This is an optimization exercise on Yosys and OpenROAD, whose aim is small area, not a production implementation. Where RTL was checked, it was by simulation tests only, not by an equivalence proof against the original. No activity file was given, so power comes from the tool's default toggle rates.

==> module lpd_ctx, before the edit <==
module lpd_ctx
#(
   parameter int NUM_CHANNELS = lpd_pkg::DEF_NUM_CHANNELS,
   parameter int HEADER_BYTES = lpd_pkg::DEF_HEADER_BYTES
) (
   input  logic        clock,
   input  logic        reset,
   input  logic        step,
   input  lpd_pkg::req_type     item,
   output lpd_pkg::ctx_res_type res,
   output logic        may_defer
);
   localparam int DEPTH = 1 << lpd_pkg::CHAN_W;
   localparam int LEN_W = lpd_pkg::LEN_W;
   localparam logic [1:0] M_HDR0 = 2'b00;
   localparam logic [1:0] M_HDR  = 2'b01;
   localparam logic [1:0] M_PAY1 = 2'b10;
   localparam logic [1:0] M_PAY  = 2'b11;
   logic [1:0]       mode_ff [DEPTH];
   logic [LEN_W-1:0] data_ff [DEPTH];
   logic [1:0]       mode;
   logic [LEN_W-1:0] data;
   logic             in_header;
   logic             hdr_last;
   logic             use_dec;
   logic [2:0]       hc;
   logic [LEN_W-1:0] x;
   logic [LEN_W:0]   z;
   logic [LEN_W-1:0] dec;
   logic             x_zero;
   logic [1:0]       mode_in;
   logic [LEN_W-1:0] data_in;
   logic [DEPTH-1:0]        sel;
   logic [LEN_W+1:0]        ctx [DEPTH];
   logic [5:0][LEN_W+1:0]   part;
   assign sel = DEPTH'(1) << item.channel;
   for (genvar i = 0; i < DEPTH; i++) begin : g_rd
      assign ctx[i] = {mode_ff[i], data_ff[i]} & {(LEN_W+2){sel[i]}};
   end
   for (genvar g = 0; g < 5; g++) begin : g_part
      assign part[g] = ctx[3*g] | ctx[3*g+1] | ctx[3*g+2];
   end
   assign part[5] = ctx[15];
   assign {mode, data} = part[0] | part[1] | part[2] | part[3] | part[4] | part[5];
   assign in_header = ~mode[1];
   assign hc        = mode[0] ? data[LEN_W-1 -: 3] : 3'd0;
   assign hdr_last  = mode[0] & (data[LEN_W-1 -: 3] == 3'd7);
   assign use_dec   = mode[1] | hdr_last;
   assign x = {(mode[1] ? data[LEN_W-1 -: 8] : item.data_byte), data[LEN_W-9:0]};
   logic [16:0] g_pre;
   assign g_pre[0] = 1'b1;
   for (genvar j = 0; j < 16; j++) begin : g_grp
      logic [4:0] zl;
      assign zl[0] = 1'b1;
      for (genvar b = 0; b < 4; b++) begin : g_bit
         assign zl[b+1]     = zl[b] & ~x[4*j+b];
         assign z[4*j+b]    = g_pre[j] & zl[b];
         assign dec[4*j+b]  = x[4*j+b] ^ z[4*j+b];
      end
      assign g_pre[j+1] = g_pre[j] & zl[4];
   end
   assign z[LEN_W] = g_pre[16];
   assign x_zero = z[LEN_W];
   assign may_defer = in_header & ~hdr_last;
   always_comb begin
      res.present             = mode[1] | (hdr_last & x_zero);
      res.word.out_channel    = item.channel;
      res.word.payload_byte   = item.data_byte & {8{mode[1]}};
      res.word.first_of_frame = (mode == M_PAY1);
      res.word.last_of_frame  = in_header | x_zero;
      res.word.empty_frame    = in_header;
   end
   always_comb begin
      if (use_dec) begin
         data_in = dec;
         mode_in = x_zero ? M_HDR0 : (mode[1] ? M_PAY : M_PAY1);
      end else begin
         data_in = data;
         for (int k = 0; k < 7; k++) begin
            if (hc == 3'(k)) data_in[8*k +: 8] = item.data_byte;
         end
         data_in[LEN_W-1 -: 3] = hc + 3'd1;
         mode_in = M_HDR;
      end
   end
   for (genvar i = 0; i < DEPTH; i++) begin : g_ch
      always_ff @(posedge clock) begin
         if (reset) begin
            mode_ff[i] <= M_HDR0;
         end else if (step && item.channel == lpd_pkg::CHAN_W'(i)) begin
            mode_ff[i] <= mode_in;
         end
      end
      always_ff @(posedge clock) begin
         if (step && item.channel == lpd_pkg::CHAN_W'(i)) begin
            data_ff[i] <= data_in;
         end
      end
   end
endmodule
==> flow/config.mk <==
export PLATFORM = sky130hd
export DESIGN_NAME = length_prefix_deframer_unit
export DESIGN_NICKNAME = length_prefix_deframer_unit
export VERILOG_FILES = /design/flow/design.v
export SDC_FILE = /design/flow/constraint.sdc
export NUM_CORES = 4
export LEC_CHECK = 0
export ABC_AREA = 1
export CAP_MARGIN = 20
export CORE_MARGIN = 2
export CORE_UTILIZATION = 75
export SLEW_MARGIN = 20
==> flow/constraint.sdc <==
create_clock -name core_clock -period 10.0 [get_ports {clock}]
set_input_delay 2.0000 -clock core_clock [delete_from_list [all_inputs] [get_ports {clock}]]
set_output_delay 2.0000 -clock core_clock [all_outputs]
set_load 0.01 [all_outputs]
standard.sh (not shown) runs the stock make flow with config.mk's settings and CLKGATE_MAP_FILE= SYNTH_SCRIPT=/design/flow/synth_recipe.tcl, a recipe that flattens the netlist after the stock synthesis.
==> flow/flow/run.sh <==
#!/bin/bash
# The standard layout (standard.sh) with two changes:
#  - synthesis maps the logic with flow/abc_map.script (see flow/synth.tcl);
#  - the clock tree is built without dummy loads.
set -euo pipefail
cd "$(dirname "$0")/.."
work=$(pwd)
export FLOW_SYNTH_TCL=$work/synth_recipe.tcl
export MY_ABC_SCRIPT=$work/flow/abc_map.script
export CTS_ARGS="-sink_clustering_enable -repair_clock_nets -buf_list sky130_fd_sc_hd__clkbuf_8 -sink_clustering_size 18 -sink_clustering_max_diameter 60 -dont_use_dummy_load"
sed "s#SYNTH_SCRIPT=[^ ]*#SYNTH_SCRIPT=$work/flow/synth.tcl#" standard.sh > my_standard.sh
grep -q "SYNTH_SCRIPT=$work/flow/synth.tcl" my_standard.sh
bash my_standard.sh > standard.log 2>&1
==> flow/flow/abc_map.script <==
strash
&get -n
&dch
&nf
&put
topo
stime -c
buffer -c
upsize -c
dnsize -c
==> flow/flow/synth.tcl <==
# The standard flow's synthesis script, with the logic mapped by an area-recovering ABC script
# (abc_map.script) in place of the flow's. Registers are mapped as before.
proc abc {args} {
  set i [lsearch -exact $args -script]
  if {$i >= 0} { lset args [expr {$i + 1}] $::env(MY_ABC_SCRIPT) }
  yosys abc {*}$args
}
source $::env(FLOW_SYNTH_TCL)
The first run passed the timing, design-rule and antenna checks.
Rerun with:
--- a/flow/design.v
+++ b/flow/design.v
@@ -46,11 +46,10 @@
    logic             hdr_last;
    logic             use_dec;
    logic [2:0]       hc;
    logic [LEN_W-1:0] x;
    logic [LEN_W:0]   z;
-   logic [LEN_W-1:0] dec;
    logic             x_zero;
    logic [1:0]       mode_in;
    logic [LEN_W-1:0] data_in;
    logic [DEPTH-1:0]        sel;
    logic [LEN_W+1:0]        ctx [DEPTH];
@@ -75,11 +74,10 @@
       logic [4:0] zl;
       assign zl[0] = 1'b1;
       for (genvar b = 0; b < 4; b++) begin : g_bit
          assign zl[b+1]     = zl[b] & ~x[4*j+b];
          assign z[4*j+b]    = g_pre[j] & zl[b];
-         assign dec[4*j+b]  = x[4*j+b] ^ z[4*j+b];
       end
       assign g_pre[j+1] = g_pre[j] & zl[4];
    end
    assign z[LEN_W] = g_pre[16];
    assign x_zero = z[LEN_W];
@@ -90,20 +88,22 @@
       res.word.payload_byte   = item.data_byte & {8{mode[1]}};
       res.word.first_of_frame = (mode == M_PAY1);
       res.word.last_of_frame  = in_header | x_zero;
       res.word.empty_frame    = in_header;
    end
+   logic [7:0] lane_wr;
+   for (genvar l = 0; l < 8; l++) begin : g_lane
+      assign lane_wr[l] = ~use_dec & (hc == 3'(l));
+   end
    always_comb begin
+      for (int i = 0; i < LEN_W; i++) begin
+         data_in[i] = lane_wr[i/8] ? item.data_byte[i%8] : (x[i] ^ (z[i] & use_dec));
+      end
+      if (~use_dec) data_in[LEN_W-1 -: 3] = hc + 3'd1;
       if (use_dec) begin
-         data_in = dec;
          mode_in = x_zero ? M_HDR0 : (mode[1] ? M_PAY : M_PAY1);
       end else begin
-         data_in = data;
-         for (int k = 0; k < 7; k++) begin
-            if (hc == 3'(k)) data_in[8*k +: 8] = item.data_byte;
-         end
-         data_in[LEN_W-1 -: 3] = hc + 3'd1;
          mode_in = M_HDR;
       end
    end
    for (genvar i = 0; i < DEPTH; i++) begin : g_ch
       always_ff @(posedge clock) begin
Sequential cell count stays the same.
Core utilization drops by 0.18 points.
Clock skew went up by 0.0066 ns.
Clock-buffer cell count is unchanged.
Combinational power decreases by roughly a tenth.
First-iteration DRC count rises by a few percent.
Worst hold slack is about the same.
Worst setup slack gets better by 0.25 ns.
For the first run of this note, only the layout was checked, not whether the RTL still works.

Another version of the RTL of length_prefix_deframer_unit (not shown whole).
For scale: about 2,400 cells after synthesis, ~33 I/O pins, ~41,000 um^2 of cells after synthesis.
==> module lpd_ctx, before the edit <==
module lpd_ctx
#(
   parameter int NUM_CHANNELS = lpd_pkg::DEF_NUM_CHANNELS,
   parameter int HEADER_BYTES = lpd_pkg::DEF_HEADER_BYTES
) (
   input  logic        clock,
   input  logic        reset,
   input  logic        step,
   input  lpd_pkg::req_type     item,
   output lpd_pkg::ctx_res_type res,
   output logic        may_defer
);
   localparam int DEPTH = 1 << lpd_pkg::CHAN_W;
   localparam int LEN_W = lpd_pkg::LEN_W;
   localparam logic [1:0] M_HDR0 = 2'b00;
   localparam logic [1:0] M_HDR  = 2'b01;
   localparam logic [1:0] M_PAY1 = 2'b10;
   localparam logic [1:0] M_PAY  = 2'b11;
   logic [1:0]       mode_ff [DEPTH];
   logic [LEN_W-1:0] data_ff [DEPTH];
   logic [1:0]       mode;
   logic [LEN_W-1:0] data;
   logic             in_header;
   logic             hdr_last;
   logic             use_dec;
   logic [2:0]       hc;
   logic [LEN_W-1:0] x;
   logic [LEN_W:0]   z;
   logic [LEN_W-1:0] dec;
   logic             x_zero;
   logic [1:0]       mode_in;
   logic [LEN_W-1:0] data_in;
   assign mode = mode_ff[item.channel];
   assign data = data_ff[item.channel];
   assign in_header = ~mode[1];
   assign hc        = mode[0] ? data[LEN_W-1 -: 3] : 3'd0;
   assign hdr_last  = mode[0] & (data[LEN_W-1 -: 3] == 3'd7);
   assign use_dec   = mode[1] | hdr_last;
   assign x = {(mode[1] ? data[LEN_W-1 -: 8] : item.data_byte), data[LEN_W-9:0]};
   logic [16:0] g_pre;
   assign g_pre[0] = 1'b1;
   for (genvar j = 0; j < 16; j++) begin : g_grp
      logic [4:0] zl;
      assign zl[0] = 1'b1;
      for (genvar b = 0; b < 4; b++) begin : g_bit
         assign zl[b+1]     = zl[b] & ~x[4*j+b];
         assign z[4*j+b]    = g_pre[j] & zl[b];
         assign dec[4*j+b]  = x[4*j+b] ^ z[4*j+b];
      end
      assign g_pre[j+1] = g_pre[j] & zl[4];
   end
   assign z[LEN_W] = g_pre[16];
   assign x_zero = z[LEN_W];
   assign may_defer = in_header & ~hdr_last;
   always_comb begin
      res.present             = mode[1] | (hdr_last & x_zero);
      res.word.out_channel    = item.channel;
      res.word.payload_byte   = item.data_byte & {8{mode[1]}};
      res.word.first_of_frame = (mode == M_PAY1);
      res.word.last_of_frame  = in_header | x_zero;
      res.word.empty_frame    = in_header;
   end
   always_comb begin
      if (use_dec) begin
         data_in = dec;
         mode_in = x_zero ? M_HDR0 : (mode[1] ? M_PAY : M_PAY1);
      end else begin
         data_in = data;
         for (int k = 0; k < 7; k++) begin
            if (hc == 3'(k)) data_in[8*k +: 8] = item.data_byte;
         end
         data_in[LEN_W-1 -: 3] = hc + 3'd1;
         mode_in = M_HDR;
      end
   end
   for (genvar i = 0; i < DEPTH; i++) begin : g_ch
      always_ff @(posedge clock) begin
         if (reset) begin
            mode_ff[i] <= M_HDR0;
         end else if (step && item.channel == lpd_pkg::CHAN_W'(i)) begin
            mode_ff[i] <= mode_in;
         end
      end
      always_ff @(posedge clock) begin
         if (step && item.channel == lpd_pkg::CHAN_W'(i)) begin
            data_ff[i] <= data_in;
         end
      end
   end
endmodule
Settings: LEC_CHECK=0, ABC_AREA=1, CAP_MARGIN=20, CORE_MARGIN=2, CORE_UTILIZATION=75, SLEW_MARGIN=20; clock period 10.0 ns.
Scripts as last shown in full above: flow/flow/run.sh, flow/flow/abc_map.script, flow/flow/synth.tcl
Edit:
--- a/flow/design.v
+++ b/flow/design.v
@@ -51,10 +51,22 @@
    logic [LEN_W-1:0] dec;
    logic             x_zero;
    logic [1:0]       mode_in;
    logic [LEN_W-1:0] data_in;
-   assign mode = mode_ff[item.channel];
-   assign data = data_ff[item.channel];
+   logic [DEPTH-1:0]        sel;
+   logic [LEN_W+1:0]        ctx [DEPTH];
+   logic [5:0][LEN_W+1:0]   part;
+   assign sel = DEPTH'(1) << item.channel;
+   for (genvar i = 0; i < DEPTH; i++) begin : g_rd
+      assign ctx[i] = {mode_ff[i], data_ff[i]} & {(LEN_W+2){sel[i]}};
+   end
+   assign part[0] = ctx[0]  | ctx[1]  | ctx[2];
+   assign part[1] = ctx[3]  | ctx[4]  | ctx[5];
+   assign part[2] = ctx[6]  | ctx[7]  | ctx[8];
+   assign part[3] = ctx[9]  | ctx[10] | ctx[11];
+   assign part[4] = ctx[12] | ctx[13];
+   assign part[5] = ctx[14] | ctx[15];
+   assign {mode, data} = (part[0] | part[1] | part[2]) | (part[3] | part[4] | part[5]);
    assign in_header = ~mode[1];
    assign hc        = mode[0] ? data[LEN_W-1 -: 3] : 3'd0;
    assign hdr_last  = mode[0] & (data[LEN_W-1 -: 3] == 3'd7);
    assign use_dec   = mode[1] | hdr_last;
Final cell count drops by 2.4%.
Wire length is lower by 2.1%.
Sequential power barely changes.
Hold slack barely changes.
Setup slack loses 0.43 ns.
Synthesized cell count goes down by 3.4%.
Count of clock-buffer cells in the layout stays the same.
Critical path depth went up by 1.
Total power decreases by 1.3%.
Sequential share of layout area goes up by 0.92 points.
Die area drops by 0.98%.
Cell area goes down by 1.2%.
The RTL of the second run of this note was laid out without a check of its function.

static timing again, ports no longer ideal:
The results above use ideal ports. As a check the final layouts listed here were re-extracted and re-timed, cells and wires unchanged.
Step 1 assumes that a clkbuf_16 drives the clock port and a buf_2 every other input.
Step 2 times the ports against the registers' clock, not the clock port: input delays grow and output delays shrink by t, the midpoint of the rising clock arrivals with the driver on.
Slacks: no drivers / after step 1 / after step 2; pairs: no drivers / after step 1.
| run | t (ns) | setup WS [ns] | worst hold slack (ns) |
|---|---|---|---|
| the first run of note 1 | 0.738 | 1.426 / 1.383 / 0.787 | 0.511 / 0.511 / 0.511 |
| the second run of note 1 | 0.733 | 1.672 / 1.643 / 1.643 | 0.511 / 0.511 / 0.511 |
| the first run of note 2 | 0.741 | 1.697 / 1.666 / 1.388 | 0.508 / 0.508 / 0.508 |
| the second run of note 2 | 0.738 | 1.271 / 1.234 / 0.906 | 0.506 / 0.506 / 0.506 |
After both steps setup and hold are still met in every run listed. The setup slack of the first run of note 1, which loses most, moves by -0.043 ns with the drivers and by -0.639 ns with both steps.
